From an optimization exercise on the open Yosys and OpenROAD flow, aimed at small area, a short achievable clock period and few clock cycles; shortcuts taken in it are not production practice. In this exercise RTL edits were held to simulation tests only and were not proved equivalent to the original. Power and IR drop assume default switching activity.

## gather_along_axis_address_gen
module gather_along_axis_address_gen #(
  parameter int RANK           = 4,
  parameter int AXIS_SIZE_BITS = 16
) (
  input  logic                  clk,
  input  logic                  rst_n,
  input  logic                  cfg_we,
  input  logic [CFG_IDX_W-1:0]  cfg_index,
  input  logic [CFG_W-1:0]      cfg_wdata,
  input  logic                  in_tvalid,
  output logic                  in_tready,
  input  logic [DATA_W-1:0]     in_tdata,    
  output logic                  out_tvalid,
  input  logic                  out_tready,
  output logic [2*DATA_W-1:0]   out_tdata,   
  output logic                  out_tlast
);
  logic             wr0, wr1, wr2, cfg_hit, rewind;
  logic [3:0][15:0] sz;      
  logic [3:0][15:0] mx;      
  logic [1:0]       g;       
  logic [1:0]       g_nxt;
  logic [31:0]      st1;     
  logic [47:0]      st0;     
  logic [3:0][15:0] wnz;     
  assign wr0     = cfg_we && (cfg_index == 2'd0);
  assign wr1     = cfg_we && (cfg_index == 2'd1);
  assign wr2     = cfg_we && (cfg_index == 2'd2);
  assign cfg_hit = wr0 || wr1 || wr2;
  assign g_nxt   = wr2 ? cfg_wdata[1:0] : g;
  always_comb begin
    for (int i = 0; i < 4; i++)
      wnz[i] = (cfg_wdata[16*i +: 16] == 16'd0) ? 16'd1 : cfg_wdata[16*i +: 16];
  end
  always_ff @(posedge clk) begin
    if (!rst_n) begin
      for (int i = 0; i < 4; i++) begin
        sz[i] <= 16'd1;
        mx[i] <= 16'd0;
  ...
Size in the first run: about 6500 cells after synthesis, about 740 flip-flops, about 60000 um2 of cells after synthesis.
export LEC_CHECK = 0
export CAP_MARGIN = 20
export CORE_MARGIN = 2
export CORE_UTILIZATION = 60
export SETUP_SLACK_MARGIN = 5
export SLEW_MARGIN = 20
create_clock -name core_clock -period 10.0 [get_ports {clk}]
run.sh (not shown) runs the stock make flow with config.mk's settings and CLKGATE_MAP_FILE= SYNTH_SCRIPT=/design/flow/synth_recipe.tcl, a recipe that flattens the netlist after the stock synthesis.
The starting point went through all stages and came out clean.
Testbench counts at the start, summed over its fixed seeds: cycles 10,978.
Rerun with:
--- a/flow/config.mk
+++ b/flow/config.mk
@@ -9,3 +9,3 @@
 export CORE_MARGIN = 2
-export CORE_UTILIZATION = 60
+export CORE_UTILIZATION = 40
 export SETUP_SLACK_MARGIN = 5
Result: Final area grows by about 1.3%; global-route usage fell by 10 points; critical path depth grows by 2; wire length came out higher by about 7%; register-to-register slack is better by 0.03 ns; via count goes down by 1.0%; worst hold slack stays flat; non-clock buffer count decreases by 10; clock power goes up by about 4%.

* * *

Setup of run 1:
gather_along_axis_address_gen, a different RTL version from the one above (not shown whole).
Size in the first run: ~6,300 cells after synthesis, about 60,000 um2 of cells after synthesis.
==> flow/config.mk <==
export PLATFORM = sky130hd
export DESIGN_NAME = gather_along_axis_address_gen
export DESIGN_NICKNAME = gather_along_axis_address_gen
export VERILOG_FILES = /design/flow/design.v
export SDC_FILE = /design/flow/constraint.sdc
export NUM_CORES = 4
export LEC_CHECK = 0
export CAP_MARGIN = 20
export CORE_MARGIN = 2
export CORE_UTILIZATION = 40
export CTS_CLUSTER_DIAMETER = 250
export CTS_CLUSTER_SIZE = 16
export SETUP_SLACK_MARGIN = 5
export SLEW_MARGIN = 20
==> flow/constraint.sdc <==
create_clock -name core_clock -period 10.0 [get_ports {clk}]
set_input_delay 2.0000 -clock core_clock [delete_from_list [all_inputs] [get_ports {clk}]]
set_output_delay 2.0000 -clock core_clock [all_outputs]
set_load 0.01 [all_outputs]
standard.sh (not shown) runs the stock make flow with config.mk's settings and CLKGATE_MAP_FILE= SYNTH_SCRIPT=/design/flow/synth_recipe.tcl, a recipe that flattens the netlist after the stock synthesis.
==> flow/flow/run.sh <==
#!/bin/bash
# The standard layout (the standard.sh, the standard synthesis unchanged), with the
# port buffers made of the smallest plain buffer instead of the default delay buffer.
# make's output goes to standard.log; each ORFS step keeps its own log under orfs/logs/.
set -euo pipefail
bash standard.sh "BUFFER_PORTS_ARGS=-buffer_cell sky130_fd_sc_hd__buf_1" finish > standard.log 2>&1
Run 1 completed; timing, DRC and antenna clean
Testbench counts of run 1, summed over its fixed seeds: cycles 10,978.
Setup changes, run 1 to run 2
- CTS_CLUSTER_SIZE now 12, was 16
- CTS_CLUSTER_DIAMETER now 200, was 250
Findings:
- Lower number of cells traversed by the worst register-to-register path among run 1 and run 2: run 2
- Every stage of the flow completed for run 2, and the final layout passed the timing, DRC and antenna checks.
- Higher fraction of power consumed by the clock network goes to run 2 over run 1.
- NOTE: final standard cell count with taps included and fillers excluded in run 2 exceeds that of run 1
- Looking at register share of total power, run 2 sits 1.0 points lower than run 1 does.
- On clock sink total, run 1 tracks run 2 almost exactly.
- Diff run 1..run 2 | hold slack | negligible
- Power grows by a few percent when moving from run 1 to run 2.
- Relative to run 1, post-route standard cell area excluding fillers has gone up in run 2.
- Compared with run 1, run 2 shows a via count that is 177 higher.
Setup changes, run 2 to run 3
- removing CTS_CLUSTER_DIAMETER (formerly 200)
- removing CTS_CLUSTER_SIZE (formerly 12)
## What came out
- met1 global-route usage of run 2 is on par with run 3.
- Of run 3 and run 2, it is run 3 that has the higher share of power burned in the clock network.
- Run 3 -> run 2: maximum frequency flat
- Clock-buffer cell count (higher): run 3
- Run 3 vs run 2, insertion delay of the later-clocked pin in the worst-skew pair went up by 0.05 ns.
- Between run 2 and run 3, the flow reports overall routed net length decreasing slightly.
- Sequential share of layout area in run 3 vs run 2: down 0.40 points
- When run 3 is measured against run 2, its cell area turns out 1.4% higher.
Edits applied to the flow inputs when going from run 3 to run 4:
==> flow/run.sh (new file) <==
#!/bin/bash
# synth_recipe.tcl (not shown) runs the flow's synth.tcl, then flattens the netlist and writes it again
# the make line also repeats each setting of config.mk as NAME=value (left out here)
make -C /OpenROAD-flow-scripts/flow DESIGN_CONFIG=/design/flow/config.mk WORK_HOME=/design/flow/orfs CLKGATE_MAP_FILE= SYNTH_SCRIPT=/design/flow/synth_recipe.tcl finish
removed: flow/flow/run.sh
removed: flow/standard.sh
## What came out
On synthesized area divided by synthesized cell count, run 4 and run 3 are neck and neck.
Delta (run 4 minus run 3): buffer count excluding the clock tree in the final layout dropped 2, routed wire length climbed 0.62%, count of placed standard cells in the final layout, fillers left out barely changed, via count barely changed.
On share of the clock period used by the worst path after layout, run 3 tracks run 4 almost exactly.
In the metrics for run 4 and run 3, the one carrying the lower post-layout instance area is run 3.
Per the final summary, run 4 finished and its layout is clean on timing, DRC and antenna.
For run 5, these inputs were changed with respect to run 4:
- CTS_CLUSTER_SIZE newly set to 12
- CTS_CLUSTER_DIAMETER newly set to 200
### Flow results
Total vias in the final route essentially unchanged between run 4 and run 5.
Clock buffer count, run 4 and run 5, lower one = run 5.
Portion of the clock cycle consumed by the worst path in the final layout delta (run 5 -> run 4): insignificant
Looking at run 4 and run 5, the maximum frequency is a wash.
In run 5, net switching power of the design is lower than in run 4.
Relative to run 4, the layout cell share with drive strength beyond 1 of run 5 is lower by 0.89 points.
Diff run 5..run 4 | count of plain and timing-repair buffers in the layout | negligible
Run 5 against run 4: number of inserted filler cells in the final layout climbed about 0.6%; count of nets after finishing barely changed.

## port drivers added, routing unchanged
Ports are ideal in the flow. The routed layouts listed here were re-timed in OpenROAD. Step 1: set_driving_cell puts a clkbuf_16 on clk and a buf_2 on each other input, an assumption about the parent block. Step 2, shift: input delay + t, output delay - t, t = (earliest + latest rising clock arrival at the registers) / 2. This alone moves slack from input paths to output paths. a / b / c = ideal / step 1 / step 2; a / b = the first two.
run | shift t [ns] | setup slack, ns | hold WS [ns] | slew at the worst register clock pin (ns) | worst data-port slew with drivers (ns)
the first run of note 1 | 0.736 | 4.802 / 4.802 / 4.444 | 0.436 / 0.436 / 0.436 | 0.07 / 0.07 | 0.11
the second run of note 1 | 0.782 | 4.828 / 4.828 / 4.329 | 0.438 / 0.438 / 0.438 | 0.09 / 0.09 | 0.10
run 1 | 0.784 | 5.036 / 5.014 / 4.458 | 0.427 / 0.427 / 0.427 | 0.12 / 0.12 | 0.10
run 2 | 0.767 | 5.051 / 5.030 / 4.404 | 0.425 / 0.425 / 0.425 | 0.09 / 0.09 | 0.09
run 3 | 0.808 | 5.048 / 5.026 / 4.437 | 0.422 / 0.422 / 0.422 | 0.06 / 0.06 | 0.09
run 4 | 0.788 | 5.052 / 5.034 / 4.380 | 0.416 / 0.416 / 0.416 | 0.07 / 0.07 | 0.08
run 5 | 0.756 | 5.049 / 5.027 / 4.412 | 0.425 / 0.425 / 0.425 | 0.10 / 0.10 | 0.09
After both steps setup and hold are still met in every run listed. The setup slack of run 4, which loses most, moves by -0.018 ns with the drivers and by -0.672 ns with both steps.
